Background: an optimization exercise with open tools, aiming at small area, a short achievable clock period and few clock cycles. Do not read the settings as production practice. The RTL was checked by simulation tests, not by an equivalence proof against the original design.

## flow/design.v (module list and top-level ports; edited modules follow where they fit)
// module gru_cell_mul_cs: 1133 lines
// module gru_cell: 176 lines
module gru_cell #(
    parameter int DATA_WIDTH     = 32,
    parameter int FRAC_BITS      = 16,
    parameter int GRU_UNITS      = 3,
    parameter int INPUT_FEATURES = 3,
    parameter int CELL_INDEX     = 0
) (
    input  logic                                   clk,
    input  logic                                   rst,
    input  logic                                   i_start_cell,
    output logic                                   o_done_cell,
    input  logic                                   i_computation_phase,
    input  logic [INPUT_FEATURES*DATA_WIDTH-1:0]   i_input_vector_flat,
    input  logic [GRU_UNITS*DATA_WIDTH-1:0]        i_prev_hidden_state_flat,
    input  logic [GRU_UNITS*DATA_WIDTH-1:0]        i_r_modified_hidden_flat,
    input  logic [INPUT_FEATURES*DATA_WIDTH-1:0]   i_Wr_flat,
    input  logic [INPUT_FEATURES*DATA_WIDTH-1:0]   i_Wz_flat,
    input  logic [INPUT_FEATURES*DATA_WIDTH-1:0]   i_Wh_flat,
    input  logic [GRU_UNITS*DATA_WIDTH-1:0]        i_Ur_flat,
    input  logic [GRU_UNITS*DATA_WIDTH-1:0]        i_Uz_flat,
    input  logic [GRU_UNITS*DATA_WIDTH-1:0]        i_Uh_flat,
    input  logic signed [DATA_WIDTH-1:0]           i_br,
    input  logic signed [DATA_WIDTH-1:0]           i_bz,
    input  logic signed [DATA_WIDTH-1:0]           i_bh,
    output logic signed [DATA_WIDTH-1:0]           o_new_hidden_state
);
  // ...
==> flow/flow/run.sh <==
#!/bin/bash
set -euo pipefail
export BUFFER_PORTS_ARGS="-buffer_cell sky130_fd_sc_hd__buf_1"
bash standard.sh > standard.log 2>&1
==> flow/standard.sh <==
#!/bin/bash
# synth_recipe.tcl (not shown) runs the flow's synth.tcl, then flattens the netlist and writes it again
# the make line also repeats each setting of config.mk as NAME=value (left out here)
make -C /OpenROAD-flow-scripts/flow DESIGN_CONFIG=/design/flow/config.mk WORK_HOME=/design/flow/orfs CLKGATE_MAP_FILE= SYNTH_SCRIPT=/design/flow/synth_recipe.tcl "${@:-finish}"
==> flow/config.mk <==
export PLATFORM = sky130hd
export DESIGN_NAME = gru_cell
export DESIGN_NICKNAME = gru_cell
export VERILOG_FILES = /design/flow/design.v
export SDC_FILE = /design/flow/constraint.sdc
export NUM_CORES = 4
export LEC_CHECK = 0
export CAP_MARGIN = 20
export CORE_MARGIN = 2
export CORE_UTILIZATION = 40
export SLEW_MARGIN = 20
==> flow/constraint.sdc <==
create_clock -name core_clock -period 10.0 [get_ports {clk}]
set_input_delay 2.0000 -clock core_clock [delete_from_list [all_inputs] [get_ports {clk}]]
set_output_delay 2.0000 -clock core_clock [all_outputs]
set_load 0.01 [all_outputs]
==> impl_metrics.csv, run 1 <==
group,metric,value,unit
critical_path,worst-path-buf-inv,0,
logic_synthesis,syn_nets,5862,
critical_path,slowest_stage,"o31ai_1",
min_path,hold_start,"out_q[22]",
cells_and_area,n_all_buffers,1133,
logic_synthesis,ys_seq_area_share,16.23,%
drt,wl_per_cell,44.38,um
critical_path,cp_cell_sequence,"ha_1 -> and4_1 -> nand3_1 -> nor3_2 -> o2111ai_1 -> o31ai_1 -> o31a_1 -> o21ai_2 -> a31oi_2 -> a31o_2 -> nor4_2 -> o22ai_1 -> nand3_4 -> mux2_1 -> o21a_1",
critical_path,cp-start-kind,"register",
floorplan,taps,1298,
cells_and_area,multi_input_gates,3223,
cells_and_area,fin_area,46720,um2
timing,finalSetupViolations,0,
timing,whs,0.4922,ns
timing,slew_violations,0,
logic_synthesis,avgSynthCellArea,9.342,um2
global_route,track_usage,55.47,%
global_route,grt_util_met1,62.23,%
global_route,antenna_found_initial,147,
global_route,met2_usage,69.89,%
placed_design,place_ws,4.754,ns
placed_design,portBuffers,996,
global_route,grt_max_degree,46,
cts,cts_buffers,40,
timing,skew,0.04241,ns
global_route,grt_pass1_vias,41590,
critical_path,rr_startpoint,"c_q[30]",
run_status,status,"no timing/DRC/antenna violations",
cells_and_area,n_antenna_cell,124,
timing,rsz0062_at_grt,"no",
job,drv_cap,0,
cells_and_area,regArea,6574,um2
cells_and_area,clock_cell_area_share,3.032,%
floorplan,fp.dieH,320.4,um
cells_and_area,syn_to_final_growth,16.68,%
drt,met3_length,48.52,mm
Testbench counts, summed over its fixed seeds: cycles 13,432.
==> module gru_cell, before the edit <==
module gru_cell #(
    parameter int DATA_WIDTH     = 32,
    parameter int FRAC_BITS      = 16,
    parameter int GRU_UNITS      = 3,
    parameter int INPUT_FEATURES = 3,
    parameter int CELL_INDEX     = 0
) (
    input  logic                                   clk,
    input  logic                                   rst,
    input  logic                                   i_start_cell,
    output logic                                   o_done_cell,
    input  logic                                   i_computation_phase,
    input  logic [INPUT_FEATURES*DATA_WIDTH-1:0]   i_input_vector_flat,
    input  logic [GRU_UNITS*DATA_WIDTH-1:0]        i_prev_hidden_state_flat,
    input  logic [GRU_UNITS*DATA_WIDTH-1:0]        i_r_modified_hidden_flat,
    input  logic [INPUT_FEATURES*DATA_WIDTH-1:0]   i_Wr_flat,
    input  logic [INPUT_FEATURES*DATA_WIDTH-1:0]   i_Wz_flat,
    input  logic [INPUT_FEATURES*DATA_WIDTH-1:0]   i_Wh_flat,
    input  logic [GRU_UNITS*DATA_WIDTH-1:0]        i_Ur_flat,
    input  logic [GRU_UNITS*DATA_WIDTH-1:0]        i_Uz_flat,
    input  logic [GRU_UNITS*DATA_WIDTH-1:0]        i_Uh_flat,
    input  logic signed [DATA_WIDTH-1:0]           i_br,
    input  logic signed [DATA_WIDTH-1:0]           i_bz,
    input  logic signed [DATA_WIDTH-1:0]           i_bh,
    output logic signed [DATA_WIDTH-1:0]           o_new_hidden_state
);
    localparam logic [1:0] ST_IDLE = 2'd0, ST_RUN = 2'd1, ST_DONE = 2'd2;
    logic [1:0]  state_q, state_d;
    logic [4:0]  cnt_q, cnt_d;
    logic        done_q, done_d, armed_q, armed_d, ph_q;
    logic        begin_req, last;
    logic [15:0] sl_q, sl_d;          
    logic [5:1]  slr_q, slz_q;        
    logic        f_b01_q, f_bh_q, f_init_q, f_sig_q, f_fin_q, f_hold_q;
    logic [31:0] w_sel, x_sel, w_q;
    logic [32:0] bx;
    logic [15:0] one_d, two_d, neg_d, one_q, two_q, neg_q;
    logic [63:0] ps, pc;
    logic [16:0] lo_sum;
    logic [47:0] s_q, c_q;
    logic        cy_q;
    logic [48:0] q49;
    logic [47:0] q48;
    logic        ovf;
    logic [34:0] acc_q, acc_d, dot_q, binit, csa_s, csa_c, acc_p, acc_m;
    logic [35:0] acc_n;
    logic [31:0] out_q, out_d;
    logic [34:0] sig_t;
    logic [16:0] sig_v;       
    logic [17:0] tnh_v;       
    logic [16:0] omz;         
    assign begin_req = (state_q == ST_IDLE) && i_start_cell && armed_q;
    assign sig_t = {{2{dot_q[34]}}, dot_q[34:2]} + 35'sd32768;
    assign sig_v = sig_t[34] ? 17'd0 : (sig_t[33:16] != 18'd0) ? 17'h10000 : sig_t[16:0];
    assign tnh_v = ($signed(dot_q) < -35'sd65536) ? -18'sd65536 :
                   ($signed(dot_q) >  35'sd65536) ?  18'sd65536 : dot_q[17:0];
    assign omz   = 17'h10000 - out_q[16:0];
    always_comb begin
        w_sel = ({32{sl_q[0]}} & (i_computation_phase ? i_Wz_flat[0 +: 32] : i_Wr_flat[0 +: 32]))
              | ({32{slr_q[1]}} & i_Wr_flat[32 +: 32]) | ({32{slz_q[1]}} & i_Wz_flat[32 +: 32])
              | ({32{slr_q[2]}} & i_Wr_flat[64 +: 32]) | ({32{slz_q[2]}} & i_Wz_flat[64 +: 32])
              | ({32{slr_q[3]}} & i_Ur_flat[0 +: 32])  | ({32{slz_q[3]}} & i_Uz_flat[0 +: 32])
              | ({32{slr_q[4]}} & i_Ur_flat[32 +: 32]) | ({32{slz_q[4]}} & i_Uz_flat[32 +: 32])
              | ({32{slr_q[5]}} & i_Ur_flat[64 +: 32]) | ({32{slz_q[5]}} & i_Uz_flat[64 +: 32])
              | ({32{sl_q[6]}}  & i_Wh_flat[0 +: 32])  | ({32{sl_q[7]}}  & i_Wh_flat[32 +: 32])
              | ({32{sl_q[8]}}  & i_Wh_flat[64 +: 32])
              | ({32{sl_q[9]}}  & i_Uh_flat[0 +: 32])  | ({32{sl_q[10]}} & i_Uh_flat[32 +: 32])
              | ({32{sl_q[11]}} & i_Uh_flat[64 +: 32])
              | ({32{sl_q[12]}} & i_prev_hidden_state_flat[0 +: 32])
              | ({32{sl_q[14]}} & {{14{tnh_v[17]}}, tnh_v});
        x_sel = ({32{sl_q[0] | sl_q[6]}} & i_input_vector_flat[0 +: 32])
              | ({32{sl_q[1] | sl_q[7]}} & i_input_vector_flat[32 +: 32])
              | ({32{sl_q[2] | sl_q[8]}} & i_input_vector_flat[64 +: 32])
              | ({32{sl_q[3]}}  & i_prev_hidden_state_flat[0 +: 32])
              | ({32{sl_q[4]}}  & i_prev_hidden_state_flat[32 +: 32])
              | ({32{sl_q[5]}}  & i_prev_hidden_state_flat[64 +: 32])
              | ({32{sl_q[9]}}  & i_r_modified_hidden_flat[0 +: 32])
              | ({32{sl_q[10]}} & i_r_modified_hidden_flat[32 +: 32])
              | ({32{sl_q[11]}} & i_r_modified_hidden_flat[64 +: 32])
              | ({32{sl_q[12]}} & {15'd0, out_q[16:0]})
              | ({32{sl_q[14]}} & {15'd0, omz});
    end
    assign bx = {x_sel, 1'b0};
    always_comb begin
        for (int i = 0; i < 16; i++) begin
            one_d[i] = bx[2*i+1] ^ bx[2*i];
            two_d[i] = (bx[2*i+2] & ~bx[2*i+1] & ~bx[2*i]) | (~bx[2*i+2] & bx[2*i+1] & bx[2*i]);
            neg_d[i] = bx[2*i+2];
        end
    end
    gru_cell_mul_cs u_mul (
        .a(w_q), .bone(one_q), .btwo(two_q), .bneg(neg_q), .s(ps), .c(pc)
    );
    assign lo_sum = {1'b0, ps[15:0]} + {1'b0, pc[15:0]};
    assign q49   = {s_q, 1'b1} + {c_q, cy_q};
    assign q48   = q49[48:1];
    assign ovf   = !(q48[47:31] == 17'h00000 || q48[47:31] == 17'h1FFFF);
    assign csa_s = acc_q ^ s_q[34:0] ^ c_q[34:0];
    assign csa_c = (acc_q & s_q[34:0]) | (acc_q & c_q[34:0]) | (s_q[34:0] & c_q[34:0]);
    assign acc_n = {csa_s, 1'b1} + {csa_c[33:0], 1'b0, cy_q};
    assign acc_p = acc_q + 35'h0_7FFF_FFFF;
    assign acc_m = acc_q - 35'h0_8000_0000;
    assign acc_d = !ovf ? acc_n[35:1] : q48[47] ? acc_m : acc_p;
    assign binit = f_b01_q ? (i_computation_phase ? {{3{i_bz[31]}}, i_bz} : {{3{i_br[31]}}, i_br}) :
                   f_bh_q  ? {{3{i_bh[31]}}, i_bh} : 35'd0;
    assign out_d = f_sig_q ? {15'd0, sig_v} : f_fin_q ? acc_n[32:1] : out_q;
    assign last = ph_q ? (cnt_q == 5'd16) : (cnt_q == 5'd8);
    always_comb begin
        state_d = state_q;
        cnt_d   = cnt_q;
        done_d  = done_q;
        armed_d = armed_q | !i_start_cell;
        if (begin_req) begin
            state_d = ST_RUN;
            cnt_d   = 5'd1;
            armed_d = 1'b0;
        end
        if (state_q == ST_RUN) begin
            cnt_d = cnt_q + 5'd1;
            if (last) begin
                state_d = ST_DONE;
                cnt_d   = 5'd0;
                done_d  = 1'b1;
            end
        end
        if (state_q == ST_DONE) begin
            if (!i_start_cell) begin
                state_d = ST_IDLE;
                done_d  = 1'b0;
            end
        end
    end
    always_comb begin
        sl_d = '0;
        for (int k = 0; k < 16; k++)
            sl_d[k] = cnt_d == k;
    end
    always_ff @(posedge clk) begin
        sl_q     <= sl_d;
        slr_q    <= sl_d[5:1] & {5{!i_computation_phase}};
        slz_q    <= sl_d[5:1] & {5{i_computation_phase}};
        f_b01_q  <= cnt_d == 5'd0 || cnt_d == 5'd1;
        f_bh_q   <= ph_q && cnt_d == 5'd7;
        f_init_q <= cnt_d == 5'd0 || cnt_d == 5'd1 || (ph_q && (cnt_d == 5'd7 || cnt_d == 5'd13));
        f_sig_q  <= state_d == ST_RUN && cnt_d == 5'd8;
        f_fin_q  <= state_d == ST_RUN && ph_q && cnt_d == 5'd16;
    end
    always_ff @(posedge clk) begin
        if (rst) begin
            state_q <= ST_IDLE;
            cnt_q   <= '0;
            done_q  <= 1'b0;
            armed_q <= 1'b0;
        end else begin
            state_q <= state_d;
            cnt_q   <= cnt_d;
            done_q  <= done_d;
            armed_q <= armed_d;
        end
    end
    always_ff @(posedge clk) begin
        ph_q  <= i_computation_phase;
        w_q   <= w_sel;
        one_q <= one_d;
        two_q <= two_d;
        neg_q <= neg_d;
        s_q   <= ps[63:16];
        c_q   <= pc[63:16];
        cy_q  <= lo_sum[16];
        acc_q <= f_init_q ? binit : acc_d;
        dot_q <= acc_d;
        out_q <= out_d;
    end
    assign o_done_cell        = done_q;
    assign o_new_hidden_state = out_q;
endmodule
==> inputs of run 2 (changes only) <==
--- a/flow/design.v
+++ b/flow/design.v
@@ -11,18 +11,19 @@
     localparam logic [2:0] S_BLEND = 3'd4;
     localparam logic [2:0] S_DONE  = 3'd5;
 endpackage
 module gru_cell_mul_cs (
     input  logic [31:0] a,
     input  logic [15:0] bone,
     input  logic [15:0] btwo,
     input  logic [15:0] bneg,
-    output logic [63:0] s,
-    output logic [63:0] c
+    output logic [63:0] r0,
+    output logic [63:0] r1,
+    output logic [63:0] r2
 );
     logic [32:0] ax;
     logic [33:0] ax2;
     assign ax  = {a[31], a};
     assign ax2 = {ax, 1'b0};
     logic [32:0] pp0;
     assign pp0 = (({33{bone[0]}} & ax) | ({33{btwo[0]}} & ax2[32:0])) ^ {33{bneg[0]}};
     logic [32:0] pp1;
@@ -470,76 +471,16 @@
     logic f371s, f371c;
     logic f372s, f372c;
     logic f373s, f373c;
     logic f374s, f374c;
     logic f375s, f375c;
     logic f376s, f376c;
     logic f377s, f377c;
     logic h41s, h41c;
-    logic h42s, h42c;
-    logic h43s, h43c;
-    logic f378s, f378c;
-    logic f379s, f379c;
-    logic f380s, f380c;
-    logic f381s, f381c;
-    logic f382s, f382c;
-    logic f383s, f383c;
-    logic f384s, f384c;
-    logic f385s, f385c;
-    logic f386s, f386c;
-    logic f387s, f387c;
-    logic f388s, f388c;
-    logic f389s, f389c;
-    logic f390s, f390c;
-    logic f391s, f391c;
-    logic f392s, f392c;
-    logic f393s, f393c;
-    logic f394s, f394c;
-    logic f395s, f395c;
-    logic f396s, f396c;
-    logic f397s, f397c;
-    logic f398s, f398c;
-    logic f399s, f399c;
-    logic f400s, f400c;
-    logic f401s, f401c;
-    logic f402s, f402c;
-    logic f403s, f403c;
-    logic f404s, f404c;
-    logic f405s, f405c;
-    logic f406s, f406c;
-    logic f407s, f407c;
-    logic f408s, f408c;
-    logic f409s, f409c;
-    logic f410s, f410c;
-    logic f411s, f411c;
-    logic f412s, f412c;
-    logic f413s, f413c;
-    logic f414s, f414c;
-    logic f415s, f415c;
-    logic f416s, f416c;
-    logic f417s, f417c;
-    logic f418s, f418c;
-    logic f419s, f419c;
-    logic f420s, f420c;
-    logic f421s, f421c;
-    logic f422s, f422c;
-    logic f423s, f423c;
-    logic f424s, f424c;
-    logic f425s, f425c;
-    logic f426s, f426c;
-    logic f427s, f427c;
-    logic f428s, f428c;
-    logic f429s, f429c;
-    logic f430s, f430c;
-    logic f431s, f431c;
-    logic f432s, f432c;
-    logic f433s, f433c;
-    logic f434s, f434c;
-    logic h44s, h44c;
     assign {h0c, h0s} = {1'b0, bneg[12]} + {1'b0, pp0[24]};
     assign {h1c, h1s} = {1'b0, pp0[25]} + {1'b0, pp1[23]};
     assign {f0c, f0s} = {1'b0, bneg[13]} + {1'b0, pp0[26]} + {1'b0, pp1[24]};
     assign {h2c, h2s} = {1'b0, pp2[22]} + {1'b0, pp3[20]};
     assign {f1c, f1s} = {1'b0, pp0[27]} + {1'b0, pp1[25]} + {1'b0, pp2[23]};
     assign {h3c, h3s} = {1'b0, pp3[21]} + {1'b0, pp4[19]};
     assign {f2c, f2s} = {1'b0, bneg[14]} + {1'b0, pp0[28]} + {1'b0, pp1[26]};
     assign {f3c, f3s} = {1'b0, pp2[24]} + {1'b0, pp3[22]} + {1'b0, pp4[20]};
@@ -950,204 +891,208 @@
     assign {f371c, f371s} = {1'b0, f317s} + {1'b0, f315c} + {1'b0, f316c};
     assign {f372c, f372s} = {1'b0, f317c} + {1'b0, f319s} + {1'b0, f320s};
     assign {f373c, f373s} = {1'b0, f319c} + {1'b0, f321s} + {1'b0, f322s};
     assign {f374c, f374s} = {1'b0, h37s} + {1'b0, f321c} + {1'b0, f323s};
     assign {f375c, f375s} = {1'b0, pp15[26]} + {1'b0, h37c} + {1'b0, f323c};
     assign {f376c, f376s} = {1'b0, pp14[29]} + {1'b0, pp15[27]} + {1'b0, h38s};
     assign {f377c, f377s} = {1'b0, ~pp13[32]} + {1'b0, pp14[30]} + {1'b0, pp15[28]};
     assign {h41c, h41s} = {1'b0, 1'b1} + {1'b0, pp14[31]};
-    assign {h42c, h42s} = {1'b0, bneg[1]} + {1'b0, pp0[2]};
-    assign {h43c, h43s} = {1'b0, pp0[3]} + {1'b0, pp1[1]};
-    assign {f378c, f378s} = {1'b0, pp1[2]} + {1'b0, pp2[0]} + {1'b0, h39s};
-    assign {f379c, f379s} = {1'b0, pp2[1]} + {1'b0, h39c} + {1'b0, h40s};
-    assign {f380c, f380s} = {1'b0, h40c} + {1'b0, h33s} + {1'b0, f325s};
-    assign {f381c, f381s} = {1'b0, h34s} + {1'b0, f325c} + {1'b0, f326s};
-    assign {f382c, f382s} = {1'b0, f231s} + {1'b0, f326c} + {1'b0, f327s};
-    assign {f383c, f383s} = {1'b0, f232s} + {1'b0, f327c} + {1'b0, f328s};
-    assign {f384c, f384s} = {1'b0, f234s} + {1'b0, f328c} + {1'b0, f329s};
-    assign {f385c, f385s} = {1'b0, f236s} + {1'b0, f329c} + {1'b0, f330s};
-    assign {f386c, f386s} = {1'b0, f238s} + {1'b0, f330c} + {1'b0, f331s};
-    assign {f387c, f387s} = {1'b0, f240s} + {1'b0, f331c} + {1'b0, f332s};
-    assign {f388c, f388s} = {1'b0, f242s} + {1'b0, f332c} + {1'b0, f333s};
-    assign {f389c, f389s} = {1'b0, f244s} + {1'b0, f333c} + {1'b0, f334s};
-    assign {f390c, f390s} = {1'b0, f246s} + {1'b0, f334c} + {1'b0, f335s};
-    assign {f391c, f391s} = {1'b0, f248s} + {1'b0, f335c} + {1'b0, f336s};
-    assign {f392c, f392s} = {1'b0, f250s} + {1'b0, f336c} + {1'b0, f337s};
-    assign {f393c, f393s} = {1'b0, f252s} + {1'b0, f337c} + {1'b0, f338s};
-    assign {f394c, f394s} = {1'b0, f254s} + {1'b0, f338c} + {1'b0, f339s};
-    assign {f395c, f395s} = {1'b0, f256s} + {1'b0, f339c} + {1'b0, f340s};
-    assign {f396c, f396s} = {1'b0, f258s} + {1'b0, f340c} + {1'b0, f341s};
-    assign {f397c, f397s} = {1'b0, f260s} + {1'b0, f341c} + {1'b0, f342s};
-    assign {f398c, f398s} = {1'b0, f262s} + {1'b0, f342c} + {1'b0, f343s};
-    assign {f399c, f399s} = {1'b0, f264s} + {1'b0, f343c} + {1'b0, f344s};
-    assign {f400c, f400s} = {1'b0, f266s} + {1'b0, f344c} + {1'b0, f345s};
-    assign {f401c, f401s} = {1'b0, f268s} + {1'b0, f345c} + {1'b0, f346s};
-    assign {f402c, f402s} = {1'b0, f270s} + {1'b0, f346c} + {1'b0, f347s};
-    assign {f403c, f403s} = {1'b0, f272s} + {1'b0, f347c} + {1'b0, f348s};
-    assign {f404c, f404s} = {1'b0, f274s} + {1'b0, f348c} + {1'b0, f349s};
-    assign {f405c, f405s} = {1'b0, f276s} + {1'b0, f349c} + {1'b0, f350s};
-    assign {f406c, f406s} = {1'b0, f278s} + {1'b0, f350c} + {1'b0, f351s};
-    assign {f407c, f407s} = {1'b0, f280s} + {1'b0, f351c} + {1'b0, f352s};
-    assign {f408c, f408s} = {1'b0, f282s} + {1'b0, f352c} + {1'b0, f353s};
-    assign {f409c, f409s} = {1'b0, f284s} + {1'b0, f353c} + {1'b0, f354s};
-    assign {f410c, f410s} = {1'b0, f286s} + {1'b0, f354c} + {1'b0, f355s};
-    assign {f411c, f411s} = {1'b0, f288s} + {1'b0, f355c} + {1'b0, f356s};
-    assign {f412c, f412s} = {1'b0, f290s} + {1'b0, f356c} + {1'b0, f357s};
-    assign {f413c, f413s} = {1'b0, f292s} + {1'b0, f357c} + {1'b0, f358s};
-    assign {f414c, f414s} = {1'b0, f294s} + {1'b0, f358c} + {1'b0, f359s};
-    assign {f415c, f415s} = {1'b0, f294c} + {1'b0, f360s} + {1'b0, f359c};
-    assign {f416c, f416s} = {1'b0, f296c} + {1'b0, f361s} + {1'b0, f360c};
-    assign {f417c, f417s} = {1'b0, f300s} + {1'b0, f361c} + {1'b0, f362s};
-    assign {f418c, f418s} = {1'b0, f302s} + {1'b0, f362c} + {1'b0, f363s};
-    assign {f419c, f419s} = {1'b0, f304s} + {1'b0, f363c} + {1'b0, f364s};
-    assign {f420c, f420s} = {1'b0, f306s} + {1'b0, f364c} + {1'b0, f365s};
-    assign {f421c, f421s} = {1'b0, f308s} + {1'b0, f365c} + {1'b0, f366s};
-    assign {f422c, f422s} = {1'b0, f310s} + {1'b0, f366c} + {1'b0, f367s};
-    assign {f423c, f423s} = {1'b0, f310c} + {1'b0, f368s} + {1'b0, f367c};
-    assign {f424c, f424s} = {1'b0, f312c} + {1'b0, f369s} + {1'b0, f368c};
-    assign {f425c, f425s} = {1'b0, f316s} + {1'b0, f369c} + {1'b0, f370s};
-    assign {f426c, f426s} = {1'b0, f318s} + {1'b0, f370c} + {1'b0, f371s};
-    assign {f427c, f427s} = {1'b0, f318c} + {1'b0, f371c} + {1'b0, f372s};
-    assign {f428c, f428s} = {1'b0, f320c} + {1'b0, f373s} + {1'b0, f372c};
-    assign {f429c, f429s} = {1'b0, f322c} + {1'b0, f374s} + {1'b0, f373c};
-    assign {f430c, f430s} = {1'b0, f324s} + {1'b0, f375s} + {1'b0, f374c};
-    assign {f431c, f431s} = {1'b0, f324c} + {1'b0, f376s} + {1'b0, f375c};
-    assign {f432c, f432s} = {1'b0, h38c} + {1'b0, f377s} + {1'b0, f376c};
-    assign {f433c, f433s} = {1'b0, pp15[29]} + {1'b0, h41s} + {1'b0, f377c};
-    assign {f434c, f434s} = {1'b0, ~pp14[32]} + {1'b0, pp15[30]} + {1'b0, h41c};
-    assign {h44c, h44s} = {1'b0, 1'b1} + {1'b0, pp15[31]};
-    assign s[0] = bneg[0];
-    assign c[0] = pp0[0];
-    assign s[1] = pp0[1];
-    assign c[1] = 1'b0;
-    assign s[2] = h42s;
-    assign c[2] = pp1[0];
-    assign s[3] = h42c;
-    assign c[3] = h43s;
-    assign s[4] = h43c;
-    assign c[4] = f378s;
-    assign s[5] = f378c;
-    assign c[5] = f379s;
-    assign s[6] = f379c;
-    assign c[6] = f380s;
-    assign s[7] = f380c;
-    assign c[7] = f381s;
-    assign s[8] = f381c;
-    assign c[8] = f382s;
-    assign s[9] = f382c;
-    assign c[9] = f383s;
-    assign s[10] = f383c;
-    assign c[10] = f384s;
-    assign s[11] = f384c;
-    assign c[11] = f385s;
-    assign s[12] = f385c;
-    assign c[12] = f386s;
-    assign s[13] = f386c;
-    assign c[13] = f387s;
-    assign s[14] = f387c;
-    assign c[14] = f388s;
-    assign s[15] = f388c;
-    assign c[15] = f389s;
-    assign s[16] = f389c;
-    assign c[16] = f390s;
-    assign s[17] = f390c;
-    assign c[17] = f391s;
-    assign s[18] = f391c;
-    assign c[18] = f392s;
-    assign s[19] = f392c;
-    assign c[19] = f393s;
-    assign s[20] = f393c;
-    assign c[20] = f394s;
-    assign s[21] = f394c;
-    assign c[21] = f395s;
-    assign s[22] = f395c;
-    assign c[22] = f396s;
-    assign s[23] = f396c;
-    assign c[23] = f397s;
-    assign s[24] = f397c;
-    assign c[24] = f398s;
-    assign s[25] = f398c;
-    assign c[25] = f399s;
-    assign s[26] = f399c;
-    assign c[26] = f400s;
-    assign s[27] = f400c;
-    assign c[27] = f401s;
-    assign s[28] = f401c;
-    assign c[28] = f402s;
-    assign s[29] = f402c;
-    assign c[29] = f403s;
-    assign s[30] = f403c;
-    assign c[30] = f404s;
-    assign s[31] = f404c;
-    assign c[31] = f405s;
-    assign s[32] = f405c;
-    assign c[32] = f406s;
-    assign s[33] = f406c;
-    assign c[33] = f407s;
-    assign s[34] = f407c;
-    assign c[34] = f408s;
-    assign s[35] = f408c;
-    assign c[35] = f409s;
-    assign s[36] = f409c;
-    assign c[36] = f410s;
-    assign s[37] = f410c;
-    assign c[37] = f411s;
-    assign s[38] = f411c;
-    assign c[38] = f412s;
-    assign s[39] = f412c;
-    assign c[39] = f413s;
-    assign s[40] = f413c;
-    assign c[40] = f414s;
-    assign s[41] = f414c;
-    assign c[41] = f415s;
-    assign s[42] = f415c;
-    assign c[42] = f416s;
-    assign s[43] = f416c;
-    assign c[43] = f417s;
-    assign s[44] = f417c;
-    assign c[44] = f418s;
-    assign s[45] = f418c;
-    assign c[45] = f419s;
-    assign s[46] = f419c;
-    assign c[46] = f420s;
-    assign s[47] = f420c;
-    assign c[47] = f421s;
-    assign s[48] = f421c;
-    assign c[48] = f422s;
-    assign s[49] = f422c;
-    assign c[49] = f423s;
-    assign s[50] = f423c;
-    assign c[50] = f424s;
-    assign s[51] = f424c;
-    assign c[51] = f425s;
-    assign s[52] = f425c;
-    assign c[52] = f426s;
-    assign s[53] = f426c;
-    assign c[53] = f427s;
-    assign s[54] = f427c;
-    assign c[54] = f428s;
-    assign s[55] = f428c;
-    assign c[55] = f429s;
-    assign s[56] = f429c;
-    assign c[56] = f430s;
-    assign s[57] = f430c;
-    assign c[57] = f431s;
-    assign s[58] = f431c;
-    assign c[58] = f432s;
-    assign s[59] = f432c;
-    assign c[59] = f433s;
-    assign s[60] = f433c;
-    assign c[60] = f434s;
-    assign s[61] = f434c;
-    assign c[61] = h44s;
-    assign s[62] = h44c;
-    assign c[62] = ~pp15[32];
-    assign s[63] = 1'b1;
-    assign c[63] = 1'b0;
+    assign r0[0] = bneg[0];
+    assign r1[0] = pp0[0];
+    assign r2[0] = 1'b0;
+    assign r0[1] = pp0[1];
+    assign r1[1] = 1'b0;
+    assign r2[1] = 1'b0;
+    assign r0[2] = bneg[1];
+    assign r1[2] = pp0[2];
+    assign r2[2] = pp1[0];
+    assign r0[3] = pp0[3];
+    assign r1[3] = pp1[1];
+    assign r2[3] = 1'b0;
+    assign r0[4] = h39s;
+    assign r1[4] = pp1[2];
+    assign r2[4] = pp2[0];
+    assign r0[5] = h39c;
+    assign r1[5] = h40s;
+    assign r2[5] = pp2[1];
+    assign r0[6] = h40c;
+    assign r1[6] = f325s;
+    assign r2[6] = h33s;
+    assign r0[7] = f325c;
+    assign r1[7] = f326s;
+    assign r2[7] = h34s;
+    assign r0[8] = f326c;
+    assign r1[8] = f327s;
+    assign r2[8] = f231s;
+    assign r0[9] = f327c;
+    assign r1[9] = f328s;
+    assign r2[9] = f232s;
+    assign r0[10] = f328c;
+    assign r1[10] = f329s;
+    assign r2[10] = f234s;
+    assign r0[11] = f329c;
+    assign r1[11] = f330s;
+    assign r2[11] = f236s;
+    assign r0[12] = f330c;
+    assign r1[12] = f331s;
+    assign r2[12] = f238s;
+    assign r0[13] = f331c;
+    assign r1[13] = f332s;
+    assign r2[13] = f240s;
+    assign r0[14] = f332c;
+    assign r1[14] = f333s;
+    assign r2[14] = f242s;
+    assign r0[15] = f333c;
+    assign r1[15] = f334s;
+    assign r2[15] = f244s;
+    assign r0[16] = f334c;
+    assign r1[16] = f335s;
+    assign r2[16] = f246s;
+    assign r0[17] = f335c;
+    assign r1[17] = f336s;
+    assign r2[17] = f248s;
+    assign r0[18] = f336c;
+    assign r1[18] = f337s;
+    assign r2[18] = f250s;
+    assign r0[19] = f337c;
+    assign r1[19] = f338s;
+    assign r2[19] = f252s;
+    assign r0[20] = f338c;
+    assign r1[20] = f339s;
+    assign r2[20] = f254s;
+    assign r0[21] = f339c;
+    assign r1[21] = f340s;
+    assign r2[21] = f256s;
+    assign r0[22] = f340c;
+    assign r1[22] = f341s;
+    assign r2[22] = f258s;
+    assign r0[23] = f341c;
+    assign r1[23] = f342s;
+    assign r2[23] = f260s;
+    assign r0[24] = f342c;
+    assign r1[24] = f343s;
+    assign r2[24] = f262s;
+    assign r0[25] = f343c;
+    assign r1[25] = f344s;
+    assign r2[25] = f264s;
+    assign r0[26] = f344c;
+    assign r1[26] = f345s;
+    assign r2[26] = f266s;
+    assign r0[27] = f345c;
+    assign r1[27] = f346s;
+    assign r2[27] = f268s;
+    assign r0[28] = f346c;
+    assign r1[28] = f347s;
+    assign r2[28] = f270s;
+    assign r0[29] = f347c;
+    assign r1[29] = f348s;
+    assign r2[29] = f272s;
+    assign r0[30] = f348c;
+    assign r1[30] = f349s;
+    assign r2[30] = f274s;
+    assign r0[31] = f349c;
+    assign r1[31] = f350s;
+    assign r2[31] = f276s;
+    assign r0[32] = f350c;
+    assign r1[32] = f351s;
+    assign r2[32] = f278s;
+    assign r0[33] = f351c;
+    assign r1[33] = f352s;
+    assign r2[33] = f280s;
+    assign r0[34] = f352c;
+    assign r1[34] = f353s;
+    assign r2[34] = f282s;
+    assign r0[35] = f353c;
+    assign r1[35] = f354s;
+    assign r2[35] = f284s;
+    assign r0[36] = f354c;
+    assign r1[36] = f355s;
+    assign r2[36] = f286s;
+    assign r0[37] = f355c;
+    assign r1[37] = f356s;
+    assign r2[37] = f288s;
+    assign r0[38] = f356c;
+    assign r1[38] = f357s;
+    assign r2[38] = f290s;
+    assign r0[39] = f357c;
+    assign r1[39] = f358s;
+    assign r2[39] = f292s;
+    assign r0[40] = f358c;
+    assign r1[40] = f359s;
+    assign r2[40] = f294s;
+    assign r0[41] = f359c;
+    assign r1[41] = f360s;
+    assign r2[41] = f294c;
+    assign r0[42] = f360c;
+    assign r1[42] = f361s;
+    assign r2[42] = f296c;
+    assign r0[43] = f361c;
+    assign r1[43] = f362s;
+    assign r2[43] = f300s;
+    assign r0[44] = f362c;
+    assign r1[44] = f363s;
+    assign r2[44] = f302s;
+    assign r0[45] = f363c;
+    assign r1[45] = f364s;
+    assign r2[45] = f304s;
+    assign r0[46] = f364c;
+    assign r1[46] = f365s;
+    assign r2[46] = f306s;
+    assign r0[47] = f365c;
+    assign r1[47] = f366s;
+    assign r2[47] = f308s;
+    assign r0[48] = f366c;
+    assign r1[48] = f367s;
+    assign r2[48] = f310s;
+    assign r0[49] = f367c;
+    assign r1[49] = f368s;
+    assign r2[49] = f310c;
+    assign r0[50] = f368c;
+    assign r1[50] = f369s;
+    assign r2[50] = f312c;
+    assign r0[51] = f369c;
+    assign r1[51] = f370s;
+    assign r2[51] = f316s;
+    assign r0[52] = f370c;
+    assign r1[52] = f371s;
+    assign r2[52] = f318s;
+    assign r0[53] = f371c;
+    assign r1[53] = f372s;
+    assign r2[53] = f318c;
+    assign r0[54] = f372c;
+    assign r1[54] = f373s;
+    assign r2[54] = f320c;
+    assign r0[55] = f373c;
+    assign r1[55] = f374s;
+    assign r2[55] = f322c;
+    assign r0[56] = f374c;
+    assign r1[56] = f375s;
+    assign r2[56] = f324s;
+    assign r0[57] = f375c;
+    assign r1[57] = f376s;
+    assign r2[57] = f324c;
+    assign r0[58] = f376c;
+    assign r1[58] = f377s;
+    assign r2[58] = h38c;
+    assign r0[59] = f377c;
+    assign r1[59] = h41s;
+    assign r2[59] = pp15[29];
+    assign r0[60] = h41c;
+    assign r1[60] = ~pp14[32];
+    assign r2[60] = pp15[30];
+    assign r0[61] = 1'b1;
+    assign r1[61] = pp15[31];
+    assign r2[61] = 1'b0;
+    assign r0[62] = ~pp15[32];
+    assign r1[62] = 1'b0;
+    assign r2[62] = 1'b0;
+    assign r0[63] = 1'b1;
+    assign r1[63] = 1'b0;
+    assign r2[63] = 1'b0;
 endmodule
 import gru_cell_pkg::*;
 module gru_cell #(
     parameter int DATA_WIDTH     = 32,
     parameter int FRAC_BITS      = 16,
     parameter int GRU_UNITS      = 3,
     parameter int INPUT_FEATURES = 3,
     parameter int CELL_INDEX     = 0
@@ -1177,23 +1122,27 @@
     logic        done_q, done_d, armed_q, armed_d, ph_q;
     logic        begin_req, last;
     logic [15:0] sl_q, sl_d;          
     logic [5:1]  slr_q, slz_q;        
     logic        f_b01_q, f_bh_q, f_init_q, f_sig_q, f_fin_q, f_hold_q;
     logic [31:0] w_sel, x_sel, w_q;
     logic [32:0] bx;
     logic [15:0] one_d, two_d, neg_d, one_q, two_q, neg_q;
-    logic [63:0] ps, pc;
+    logic [63:0] pr0, pr1, pr2;
     logic [16:0] lo_sum;
-    logic [47:0] s_q, c_q;
-    logic        cy_q;
+    logic [15:0] lo_x, lo_m;
+    logic [47:0] r0_q, r1_q, r2_q, s_q, c_q;
+    logic [1:0]  cy2_q;
+    logic        cya, cy_q;
     logic [48:0] q49;
     logic [47:0] q48;
-    logic        ovf;
+    logic        ovf, cin31, z_ok, o_ok;
+    logic [32:0] lo32;
+    logic [16:0] ha, hb;
     logic [34:0] acc_q, acc_d, dot_q, binit, csa_s, csa_c, acc_p, acc_m;
     logic [35:0] acc_n;
     logic [31:0] out_q, out_d;
     logic [34:0] sig_t;
     logic [16:0] sig_v;       
     logic [17:0] tnh_v;       
     logic [16:0] omz;         
     assign begin_req = (state_q == ST_IDLE) && i_start_cell && armed_q;
@@ -1231,22 +1180,34 @@
     always_comb begin
         for (int i = 0; i < 16; i++) begin
             one_d[i] = bx[2*i+1] ^ bx[2*i];
             two_d[i] = (bx[2*i+2] & ~bx[2*i+1] & ~bx[2*i]) | (~bx[2*i+2] & bx[2*i+1] & bx[2*i]);
             neg_d[i] = bx[2*i+2];
         end
     end
     gru_cell_mul_cs u_mul (
-        .a(w_q), .bone(one_q), .btwo(two_q), .bneg(neg_q), .s(ps), .c(pc)
+        .a(w_q), .bone(one_q), .btwo(two_q), .bneg(neg_q), .r0(pr0), .r1(pr1), .r2(pr2)
     );
-    assign lo_sum = {1'b0, ps[15:0]} + {1'b0, pc[15:0]};
+    assign lo_x   = pr0[15:0] ^ pr1[15:0] ^ pr2[15:0];
+    assign lo_m   = (pr0[15:0] & pr1[15:0]) | (pr0[15:0] & pr2[15:0]) | (pr1[15:0] & pr2[15:0]);
+    assign lo_sum = {1'b0, lo_x} + {1'b0, lo_m[14:0], 1'b0};
+    assign s_q  = r0_q ^ r1_q ^ r2_q;
+    assign cya  = cy2_q != 2'd0;
+    assign c_q  = {(r0_q[46:0] & r1_q[46:0]) | (r0_q[46:0] & r2_q[46:0]) | (r1_q[46:0] & r2_q[46:0]), cya};
+    assign cy_q = cy2_q == 2'd2;
     assign q49   = {s_q, 1'b1} + {c_q, cy_q};
     assign q48   = q49[48:1];
-    assign ovf   = !(q48[47:31] == 17'h00000 || q48[47:31] == 17'h1FFFF);
+    assign lo32  = {1'b0, s_q[30:0], 1'b1} + {1'b0, c_q[30:0], cy_q};
+    assign cin31 = lo32[32];
+    assign ha    = s_q[47:31];
+    assign hb    = c_q[47:31];
+    assign z_ok  = ((ha[16:1] ^ hb[16:1]) == (ha[15:0] | hb[15:0]));
+    assign o_ok  = (~(ha[16:1] ^ hb[16:1]) == (ha[15:0] & hb[15:0]));
+    assign ovf   = !((z_ok && ((ha[0] ^ hb[0]) == cin31)) || (o_ok && (!(ha[0] ^ hb[0]) == cin31)));
     assign csa_s = acc_q ^ s_q[34:0] ^ c_q[34:0];
     assign csa_c = (acc_q & s_q[34:0]) | (acc_q & c_q[34:0]) | (s_q[34:0] & c_q[34:0]);
     assign acc_n = {csa_s, 1'b1} + {csa_c[33:0], 1'b0, cy_q};
     assign acc_p = acc_q + 35'h0_7FFF_FFFF;
     assign acc_m = acc_q - 35'h0_8000_0000;
     assign acc_d = !ovf ? acc_n[35:1] : q48[47] ? acc_m : acc_p;
     assign binit = f_b01_q ? (i_computation_phase ? {{3{i_bz[31]}}, i_bz} : {{3{i_br[31]}}, i_br}) :
                    f_bh_q  ? {{3{i_bh[31]}}, i_bh} : 35'd0;
@@ -1306,18 +1267,19 @@
         end
     end
     always_ff @(posedge clk) begin
         ph_q  <= i_computation_phase;
         w_q   <= w_sel;
         one_q <= one_d;
         two_q <= two_d;
         neg_q <= neg_d;
-        s_q   <= ps[63:16];
-        c_q   <= pc[63:16];
-        cy_q  <= lo_sum[16];
+        r0_q  <= pr0[63:16];
+        r1_q  <= pr1[63:16];
+        r2_q  <= pr2[63:16];
+        cy2_q <= {1'b0, lo_sum[16]} + {1'b0, lo_m[15]};
         acc_q <= f_init_q ? binit : acc_d;
         dot_q <= acc_d;
         out_q <= out_d;
     end
     assign o_done_cell        = done_q;
     assign o_new_hidden_state = out_q;
 endmodule
==> flow/flow/run.sh (replaced) <==
#!/bin/bash
set -euo pipefail
export BUFFER_PORTS_ARGS="-buffer_cell sky130_fd_sc_hd__buf_1"
export SETUP_SLACK_MARGIN=6
export TNS_END_PERCENT=100
bash standard.sh > standard.log 2>&1
==> run 2 against run 1 <==
- flip-flop and latch count is 44 higher
- synthesized cell count is 2.2% higher
- critical path type is now in2reg
- clock-buffer cell count is 2 higher
- critical endpoint is now w_q[6]
- largest cell class unchanged
- maximum frequency is 28% higher
- via count is 3.2% higher
- final cell count is 2.6% higher
==> impl_metrics.csv, run 2 <==
group,metric,value,unit
placed_design,dpl.hpwl,236.6,mm
timing,fin_tns_setup,0,ns
cells_and_area,final_common_cell,"buf_1",
placed_design,place_congestion,1.215,
critical_path,path_class,"in2reg",
min_path,hold_class,"reg2reg",
cells_and_area,layout_common_cells,"993 x buf_1, 574 x a22oi_1, 456 x fa_1, 393 x xor2_1, 381 x inv_1",
logic_synthesis,synth_ff_type,"dfxtp_1",
cts,holdBufCountCts,0,
logic_synthesis,ys_seq_area_share,17.85,%
global_route,grt_pass1_vias,42160,
logic_synthesis,yosysMostFrequentCell,"a22oi_1",
logic_synthesis,yosysTopAreaCell,"fa_1",
critical_path,cp_cell_sequence,"clkbuf_4 -> buf_6 -> mux2_2 -> nand2_1 -> nand4_1 -> a211o_1",
logic_synthesis,yosys_register_bits,360,
timing,slew_headroom,8.952,%
job,drv_cap,0,
logic_synthesis,async_flop_share,0,%
floorplan,die-area,105900,um2
timing,timing.fmax,0.2398,GHz
logic_synthesis,synth_enable_flop_cells,17,
drt,routed_wl,302.9,mm
timing,worstMarginPinSlew,1.366,ns
cts,clock_path_buffers,3,
critical_path,cp-start-kind,"input pin",
cts,cts_tree,"yes",
floorplan,rows,117,
floorplan,die_x,325.4,um
cts,cts_sinks,360,
critical_path,cpPeakStageDelay,0.53,ns
timing,layout_min_cycle_time,4.170,ns
timing,finalCritPeriodShare,41.70,%
floorplan,pin_count,997,
drt,first_pass_iters,17,
floorplan,core_area,102200,um2
run_status,status,"no timing/DRC/antenna violations",
placed_design,dpl-instance-area,46260,um2
drt,drt_iter0_markers,8313,
logic_synthesis,netlist_top_cells_count,"590 x a22oi_1, 467 x fa_1, 398 x xor2_1",
cells_and_area,layout-drive-gt1-share,11.13,%
logic_synthesis,synth.top_cells.by_area,"fa_1 23%, dfxtp_1 17%, a22oi_1 11%, xor2_1 8.4%, xnor2_1 5.2%",
timing,slew_violations,0,
floorplan,fp.dieH,325.4,um
timing,finalSetupViolations,0,
global_route,track_usage,55.47,%
cells_and_area,final_nets,6783,
global_route,antenna_found_initial,124,
critical_path,critPathCaptureType,"register",
critical_path,slowest_stage,"buf_6",
drt,drcViolationCount,0,
logic_synthesis,synth_warnings,1,
timing,rsz0062_at_grt,"yes",
cts,clk_pin_slew,0.06,ns
cells_and_area,reg_top3,"r0_q (46), r1_q (46), r2_q (45)",
placed_design,portBuffers,996,
drt,postRouteAntennaNets,0,
global_route,grt_max_degree,54,
cts,cts_root_buf,"clkbuf_16",
min_path,min_path_cells,1,
logic_synthesis,syn_nets,5977,
logic_synthesis,avgSynthCellArea,9.437,um2
cells_and_area,syn_to_final_growth,21.09,%
timing,skew,0.1030,ns
critical_path,required,10.48,ns
cts,cts_max_level,2,
drt,num_vias,46280,
global_route,overflow,0,
timing,whs,0.4955,ns
cts,insertion_delay,0.69,ns
logic_synthesis,netlist.area_leader.share,22.62,%
timing,hold_violations,0,
global_route,grt_first_pass_wirelength,394.8,mm
drt,drt-vias-per-instance,6.935,
drt,wl_per_cell,45.40,um
cells_and_area,fin_area,50040,um2
logic_synthesis,syn_area,41320,um2
logic_synthesis,yosysUniqueCellTypes,82,
critical_path,critPathMaxFanout,53,
critical_path,arrival,4.66,ns
logic_synthesis,synth_cells,4379,
floorplan,start_util,40.44,%
critical_path,r2r_cells,14,
cts,cts_buffers,45,
==> run 2: path summary, 6_finish.rpt <==
check | slack, ns | startpoint | endpoint
max | 5.83 | i_computation_phase | w_q[6]
min | 0.50 | acc_q[34] | dot_q[34]
max reg2reg | 5.93 | one_q[0] | cy2_q[0]
min reg2reg | 0.50 | acc_q[34] | dot_q[34]
==> run 2: cells by family after synthesis <==
group / after synthesis / synth area share (%)
flops: 360 / 17.85
xor+xnor: 644 / 13.65
compound gates: 1272 / 23.75
mux: 103 / 2.725
buf+inv: 814 / 7.421
fa+ha+maj: 634 / 27.68
simple gates: 552 / 6.919
==> run 2: worst max-delay path: cells and delay by family <==
kind                   cells  cell delay [ns]
buffers and inverters      2             0.88
AND/OR/NAND/NOR            2             0.81
AO/OA/AOI/OAI              1             0.42
multiplexers               1             0.45
==> run 2: metrics by stage <==
step	setup slack [ns]	utilization [%]	instances
6_report	5.830	48.97	6673
5_1_grt	5.837	48.86	6627
4_1_cts	5.909	47.76	6547
3_5_place_dp	5.288	45.27	6445
3_3_place_gp	5.249	45.26	6443
2_1_floorplan	6.003	-	4379
==> run 2: timing repair <==
| item | 4_1_cts | 5_1_grt |
|---|---|---|
| buffers inserted | 12 | 23 |
| setup endpoints to repair | 74 | 69 |
| hold endpoints to repair | 0 | 0 |
| pin swaps | 23 | 55 |
| resized for setup | 152 | 144 |
| cloned | 7 | 7 |
==> run 2: per-layer routing <==
layer | up-vias | GRT usage, % | routed length (um)
met3 | 1314 | 37.84 | 51430
met4 | 58 | 49.24 | 33470
met1 | 22850 | 61.05 | 104500
met5 | - | 13.81 | 1523
met2 | 4610 | 69.32 | 112000
li1 | 17450 | - | -
==> run 2: layout make-up <==
type | instances | area [um2]
tap | 1368 | 1712
multi-input combinational | 3205 | 31630
clock inverter | 31 | 406.6
sequential | 360 | 7564
antenna | 84 | 210.2
fill | 9992 | 52140
timing repair buffer | 1184 | 5869
clock buffer | 52 | 1192
inverter | 389 | 1460
Testbench counts of run 2, summed over its fixed seeds: cycles 13,432.
==> inputs of run 3 (changes only) <==
--- a/flow/config.mk
+++ b/flow/config.mk
@@ -9,3 +9,3 @@
 export CORE_MARGIN = 2
-export CORE_UTILIZATION = 40
+export CORE_UTILIZATION = 45
 export SLEW_MARGIN = 20
==> run 3 against run 2 <==
- non-clock buffer count down 1
- clock skew down 0.060 ns
- setup slack better by 0.063 ns
- still clean
- synthesized cell count unchanged
- critical path depth up 3
- first-iteration DRC count up 12%
==> impl_metrics.csv, run 3 <==
group,metric,value,unit
timing,rsz0062_at_grt,"yes",
critical_path,r2r_cells,9,
timing,timing.fmax,0.2435,GHz
timing,hold_violations,0,
floorplan,fp.dieH,307.0,um
global_route,grt_max_degree,45,
cts,clock_path_buffers,3,
logic_synthesis,yosys_register_bits,360,
critical_path,arrival,4.64,ns
cells_and_area,final_nets,6781,
placed_design,dpl.hpwl,230.5,mm
logic_synthesis,ys_seq_area_share,17.85,%
floorplan,rows,111,
logic_synthesis,synth.top_cells.by_area,"fa_1 23%, dfxtp_1 17%, a22oi_1 11%, xor2_1 8.4%, xnor2_1 5.2%",
timing,worstMarginPinSlew,1.402,ns
cells_and_area,fin_area,49840,um2
logic_synthesis,synth_enable_flop_cells,17,
floorplan,core_area,91390,um2
timing,finalSetupViolations,0,
global_route,overflow,0,
cts,cts_tree,"yes",
logic_synthesis,synth_ff_type,"dfxtp_1",
critical_path,crit_start,"two_q[12]",
logic_synthesis,async_flop_share,0,%
cts,cts_buffers,44,
logic_synthesis,netlist_top_cells_count,"590 x a22oi_1, 467 x fa_1, 398 x xor2_1",
drt,wl_per_cell,46.56,um
logic_synthesis,avgSynthCellArea,9.437,um2
logic_synthesis,syn_area,41320,um2
placed_design,place_ws,5.554,ns
min_path,min_path_cells,2,
job,drv_cap,0,
drt,routed_wl,302.8,mm
drt,postRouteAntennaNets,0,
drt,num_vias,47790,
placed_design,place_congestion,1.133,
logic_synthesis,yosysMostFrequentCell,"a22oi_1",
cells_and_area,reg_top3,"r0_q (46), r1_q (46), r2_q (45)",
floorplan,pin_count,997,
critical_path,r2r_end,"r1_q[26]",
global_route,track_usage,61.78,%
timing,skew,0.04275,ns
logic_synthesis,yosysUniqueCellTypes,82,
global_route,grt_first_pass_wirelength,391.1,mm
floorplan,die_x,307.0,um
cts,holdBufCountCts,0,
cells_and_area,layout-drive-gt1-share,10.54,%
cells_and_area,final_common_cell,"buf_1",
critical_path,required,10.53,ns
cts,clk_pin_slew,0.07,ns
run_status,status,"no timing/DRC/antenna violations",
timing,finalCritPeriodShare,41.07,%
cts,cts_sinks,360,
critical_path,reg2reg_slack,5.89,ns
critical_path,critPathCaptureType,"register",
drt,drcViolationCount,0,
cts,cts_root_buf,"clkbuf_16",
timing,slew_violations,0,
floorplan,start_util,45.22,%
drt,drt_iter0_markers,9288,
drt,first_pass_iters,17,
timing,setup_ws,5.893,ns
floorplan,die-area,94270,um2
logic_synthesis,netlist.area_leader.share,22.62,%
placed_design,portBuffers,996,
min_path,hold_end,"done_q",
critical_path,path_class,"reg2reg",
drt,drt-vias-per-instance,7.349,
cts,insertion_delay,0.66,ns
logic_synthesis,synth_warnings,1,
logic_synthesis,yosysTopAreaCell,"fa_1",
global_route,antenna_found_initial,122,
cts,cts_max_level,2,
timing,layout_min_cycle_time,4.107,ns
timing,slew_headroom,6.563,%
cells_and_area,layout_common_cells,"994 x buf_1, 578 x a22oi_1, 463 x fa_1, 394 x xor2_1, 382 x inv_1",
timing,fin_tns_setup,0,ns
global_route,grt_pass1_vias,43420,
cells_and_area,syn_to_final_growth,20.61,%
min_path,hold_class,"reg2reg",
logic_synthesis,syn_nets,5977,
min_path,hold_start,"done_q",
critical_path,critPathMaxFanout,32,
critical_path,rr_startpoint,"two_q[12]",
logic_synthesis,synth_cells,4379,
critical_path,cp-start-kind,"register",
placed_design,dpl-instance-area,45920,um2
[run 3: changes by cell type in the layout (fill, tap and decap cells not counted), moves of 5 or more]
cell and change:
a2111oi_2 +5, a2111oi_4 -5, buf_4 -22, buf_6 +15
buf_8 -5, clkinv_2 -11, clkinvlp_4 +5, diode_2 +15
fa_1 +7, fa_2 -7
[run 3: layout make-up]
| type | count | area (um2) |
|---|---|---|
| timing repair buffer | 1183 | 6052 |
| tap | 1186 | 1484 |
| sequential | 360 | 7552 |
| multi-input combinational | 3205 | 31480 |
| inverter | 389 | 1463 |
| clock buffer | 55 | 1214 |
| clock inverter | 26 | 344.1 |
| fill | 8523 | 41550 |
| antenna | 99 | 247.7 |
[run 3: cell families (layout without fill, tap and decap cells)]
group	after synthesis	after routing	share of synthesized area (%)
compound gates	1272	1272	23.75
xor+xnor	644	644	13.65
fa+ha+maj	634	634	27.68
buf+inv	814	1653	7.421
flops	360	360	17.85
mux	103	103	2.725
other cells	0	99	0
simple gates	552	552	6.919
[run 3: worst max-delay path: stages (launching register included)]
cell	delay [ns]
dfxtp_2	1.09
a22oi_1	0.25
xor2_1	0.22
fa_1	0.49
fa_1	0.54
inv_1	0.07
fa_1	0.53
inv_1	0.06
fa_1	0.65
inv_1	0.06
[run 3: worst max path at each step]
stage,endpoint,slack (ns),depth (start not counted)
after CTS,cy2_q[0],5.93,14
after global routing,cy2_q[0],5.89,16
after detailed placement,two_q[1],5.55,7
final,r1_q[26],5.89,9
after global placement,two_q[1],5.51,7
after floorplan,cy2_q[0],6.00,15
[run 3: metrics by stage]
step	cells	hold WS (ns)	util (%)
floorplan	4379	0.4368	-
global placement	6244	0.4735	50.20
detailed placement	6251	0.4878	50.25
CTS	6350	0.4975	53.03
global route	6448	0.5137	54.39
finish	6503	0.5013	54.54
[run 3: layer usage]
| layer | global-route usage, % | up-vias | share of wire (%) | routed length [um] |
|---|---|---|---|---|
| li1 | - | 17470 | - | - |
| met1 | 68.40 | 23260 | 33 | 98970 |
| met2 | 76.52 | 5379 | 36 | 107600 |
| met3 | 42.36 | 1611 | 19 | 56850 |
| met4 | 56.66 | 72 | 13 | 38060 |
| met5 | 8.372 | - | 0.45 | 1359 |
[run 3: repair_timing]
item                       in CTS  in global routing
setup buffers                   8                 39
pin swaps                      16                 54
cloned                         10                  8
gates resized for setup       147                124
setup endpoints to repair      97                 67
==> inputs of run 4 (changes only) <==
==> flow/flow/run.sh (replaced) <==
#!/bin/bash
set -euo pipefail
export BUFFER_PORTS_ARGS="-buffer_cell sky130_fd_sc_hd__buf_1"
export SETUP_SLACK_MARGIN=6.4
export TNS_END_PERCENT=100
bash standard.sh > standard.log 2>&1
--- a/flow/config.mk
+++ b/flow/config.mk
@@ -9,3 +9,3 @@
 export CORE_MARGIN = 2
-export CORE_UTILIZATION = 45
+export CORE_UTILIZATION = 40
 export SLEW_MARGIN = 20
==> run 4 against run 3 <==
- the layout now fails its checks (antenna violations, max-slew violations)
- worst hold slack worse by 0.014 ns
- sequential share of layout area shrank 1.1 points
- maximum frequency down 0.72%
- via count grew 3.2%
- critical path type unchanged
- critical endpoint is now cy2_q[0]
- highest routed layer unchanged
==> impl_metrics.csv, run 4 <==
group,metric,value,unit
logic_synthesis,synth_compound_area_share,23.75,%
timing,whs,0.4875,ns
logic_synthesis,syn_area,41320,um2
floorplan,die-area,105900,um2
logic_synthesis,synth_enable_flop_cells,17,
logic_synthesis,yosysTopAreaCell,"fa_1",
critical_path,r2r_cells,17,
drt,wl_per_cell,48.03,um
critical_path,cp-endpoint,"cy2_q[0]",
global_route,grt_pass1_vias,45030,
floorplan,core_area,102200,um2
cts,cts_max_level,2,
critical_path,worst-path-buf-inv,5,
cts,cts_buffers,42,
critical_path,cp-start-kind,"register",
logic_synthesis,avgSynthCellArea,9.437,um2
placed_design,dpl.hpwl,243.2,mm
floorplan,start_util,40.44,%
cells_and_area,layout-drive-gt1-share,18.44,%
cts,clock_path_buffers,3,
cells_and_area,final_nets,6974,
drt,num_vias,49310,
timing,slew_headroom,-8.114,%
critical_path,cp_cell_sequence,"buf_12 -> buf_4 -> a22oi_2 -> xor2_1 -> fa_1 -> inv_1 -> fa_2 -> inv_2 -> fa_1 -> fa_1 -> inv_1 -> ha_1 -> a21oi_1 -> nor2b_1 -> o21ai_2 -> nand3_4 -> ha_4",
job,drv_cap,0,
cts,clk_pin_slew,0.07,ns
floorplan,pin_count,997,
critical_path,critPathCaptureType,"register",
cells_and_area,syn_to_final_growth,31.12,%
placed_design,portBuffers,996,
global_route,grt_max_degree,53,
logic_synthesis,synth_top_family_by_area,"adder cells",
critical_path,crit_cells,17,
critical_path,crit_start,"w_q[11]",
timing,rsz0062_at_grt,"yes",
critical_path,rr_startpoint,"w_q[11]",
global_route,overflow,0,
logic_synthesis,syn_nets,5977,
timing,slew_violations,10,
logic_synthesis,yosys_register_bits,360,
logic_synthesis,yosys-mux-area-fraction,2.725,%
cts,cts_tree,"yes",
cells_and_area,layout_common_cells,"991 x buf_1, 546 x a22oi_1, 421 x fa_1, 384 x xor2_1, 365 x inv_1",
logic_synthesis,yosysMostFrequentCell,"a22oi_1",
timing,finalCritPeriodShare,41.37,%
critical_path,r2r_end,"cy2_q[0]",
critical_path,arrival,4.74,ns
cts,cts_sinks,360,
logic_synthesis,netlist.area_leader.share,22.62,%
logic_synthesis,synth-simple-area-share,6.919,%
critical_path,path_class,"reg2reg",
drt,drt-vias-per-instance,7.145,
timing,layout_min_cycle_time,4.137,ns
timing,skew,0.03843,ns
logic_synthesis,async_flop_share,0,%
cells_and_area,reg_top3,"r0_q (46), r1_q (46), r2_q (45)",
drt,routed_wl,331.5,mm
timing,hold_violations,0,
cts,cts_root_buf,"clkbuf_16",
drt,drt_iter0_markers,8958,
cells_and_area,final_common_cell,"buf_1",
logic_synthesis,synth.top_cells.by_area,"fa_1 23%, dfxtp_1 17%, a22oi_1 11%, xor2_1 8.4%, xnor2_1 5.2%",
critical_path,crit_family,"adder cells",
min_path,min_path_cells,1,
logic_synthesis,yosysUniqueCellTypes,82,
logic_synthesis,synthXorXnorAreaFrac,13.65,%
floorplan,rows,117,
logic_synthesis,ys_seq_area_share,17.85,%
drt,first_pass_iters,14,
min_path,hold_class,"reg2reg",
placed_design,place_congestion,1.132,
critical_path,slowest_stage,"fa_1",
critical_path,required,10.60,ns
global_route,grt_first_pass_wirelength,425.1,mm
timing,fin_tns_setup,0,ns
floorplan,fp.dieH,325.4,um
logic_synthesis,synthAdderAreaFrac,27.68,%
critical_path,crit_top_cell,"fa_1",
critical_path,critPathMaxFanout,5,
global_route,track_usage,59.86,%
run_status,status,"failed layout checks",
global_route,antenna_found_initial,135,
drt,drcViolationCount,0,
logic_synthesis,synth_ff_type,"dfxtp_1",
drt,postRouteAntennaNets,1,
logic_synthesis,netlist_top_cells_count,"590 x a22oi_1, 467 x fa_1, 398 x xor2_1",
cts,holdBufCountCts,0,
timing,finalSetupViolations,0,
floorplan,die_x,325.4,um
timing,worstMarginPinSlew,1.622,ns
timing,timing.fmax,0.2417,GHz
logic_synthesis,synth_cells,4379,
critical_path,cpPeakStageDelay,0.51,ns
cts,insertion_delay,0.66,ns
critical_path,reg2reg_slack,5.86,ns
run_status,check.faults,"antenna violations, max-slew violations",
logic_synthesis,synth_warnings,1,
[run 4: worst register-to-register path, cell delays in order, from the launching register on]
cell	delay [ns]
dfxtp_4	0.40
buf_12	0.15
buf_4	0.15
a22oi_2	0.14
xor2_1	0.10
fa_1	0.51
inv_1	0.05
fa_2	0.33
inv_2	0.06
fa_1	0.42
fa_1	0.49
inv_1	0.04
ha_1	0.30
a21oi_1	0.16
nor2b_1	0.07
o21ai_2	0.19
nand3_4	0.20
ha_4	0.33
[run 4: cell families (layout without fill, tap and decap cells)]
| group | Yosys count | count (layout) |
|---|---|---|
| compound gates | 1272 | 1272 |
| buf+inv | 814 | 1843 |
| other cells | 0 | 126 |
| xor+xnor | 644 | 644 |
| simple gates | 552 | 552 |
| fa+ha+maj | 634 | 634 |
| mux | 103 | 103 |
| flops | 360 | 360 |
[run 4: worst min path at each step]
stage / startpoint / to / slack (ns)
after floorplan: dot_q[0] / w_q[0] / 0.44
after global placement: acc_q[34] / dot_q[34] / 0.47
after detailed placement: acc_q[34] / dot_q[34] / 0.48
after CTS: acc_q[34] / dot_q[34] / 0.49
after global routing: acc_q[34] / dot_q[34] / 0.50
final: acc_q[34] / dot_q[34] / 0.49
[run 4: cell type report]
cell class / count / area [um2]
flip-flops and latches: 360 / 7597
inverters: 389 / 1468
clock inverters: 25 / 291.5
clock buffers: 51 / 1146
multi-input cells: 3205 / 33130
fillers: 9575 / 48000
repair buffers: 1378 / 8524
well taps: 1368 / 1712
diodes: 126 / 315.3
[run 4: per-layer routing]
metal	part of all wire (%)	GRT usage, %
met1	33	64.08
met2	37	76.68
met3	18	40.08
met4	12	55.38
met5	0.53	13.27
[run 4: timing repair]
| item | 4_1_cts | 5_1_grt |
|---|---|---|
| gates resized for setup | 468 | 248 |
| pin swaps | 128 | 134 |
| cloned | 26 | 7 |
| setup endpoints to repair | 176 | 144 |
| buffers inserted | 127 | 81 |
[run 4: stage by stage]
step / util [%] / setup slack, ns / std cells / instance area, um2
CTS: 50.82 / 5.859 / 6684 / 51930
detailed placement: 45.47 / 5.170 / 6455 / 46470
finish: 53.03 / 5.863 / 6902 / 54180
global placement: 45.44 / 5.142 / 6450 / 46440
global route: 52.86 / 5.816 / 6834 / 54010
floorplan: - / 6.249 / 4379 / 41680

[static timing again, ports no longer ideal]
In the flow no input, the clock included, has a driving cell. The finished layouts below were timed again as built, in two steps. Step 1 assumes that a clkbuf_16 drives the clock port and a buf_2 every other input. Step 2 also shifts input and output timing later by t, the mid clock arrival at the registers, as if the neighbouring blocks saw the same clock. Slacks: ideal / step 1 / step 2; pairs: ideal / step 1.
run	t, ns	setup slack, ns	worst setup path at the end	slew at the worst register clock pin (ns)
run 1	0.691	4.646 / 4.646 / 4.646	register to register	0.08 / 0.08
run 2	0.717	5.830 / 5.887 / 5.171	input to register	0.08 / 0.08
run 3	0.720	5.893 / 5.893 / 5.276	input to register	0.08 / 0.08
run 4	0.725	5.863 / 5.863 / 5.325	input to register	0.07 / 0.07
The setup slack of run 2, which loses most, moves by +0.057 ns with the drivers and by -0.659 ns with both steps.
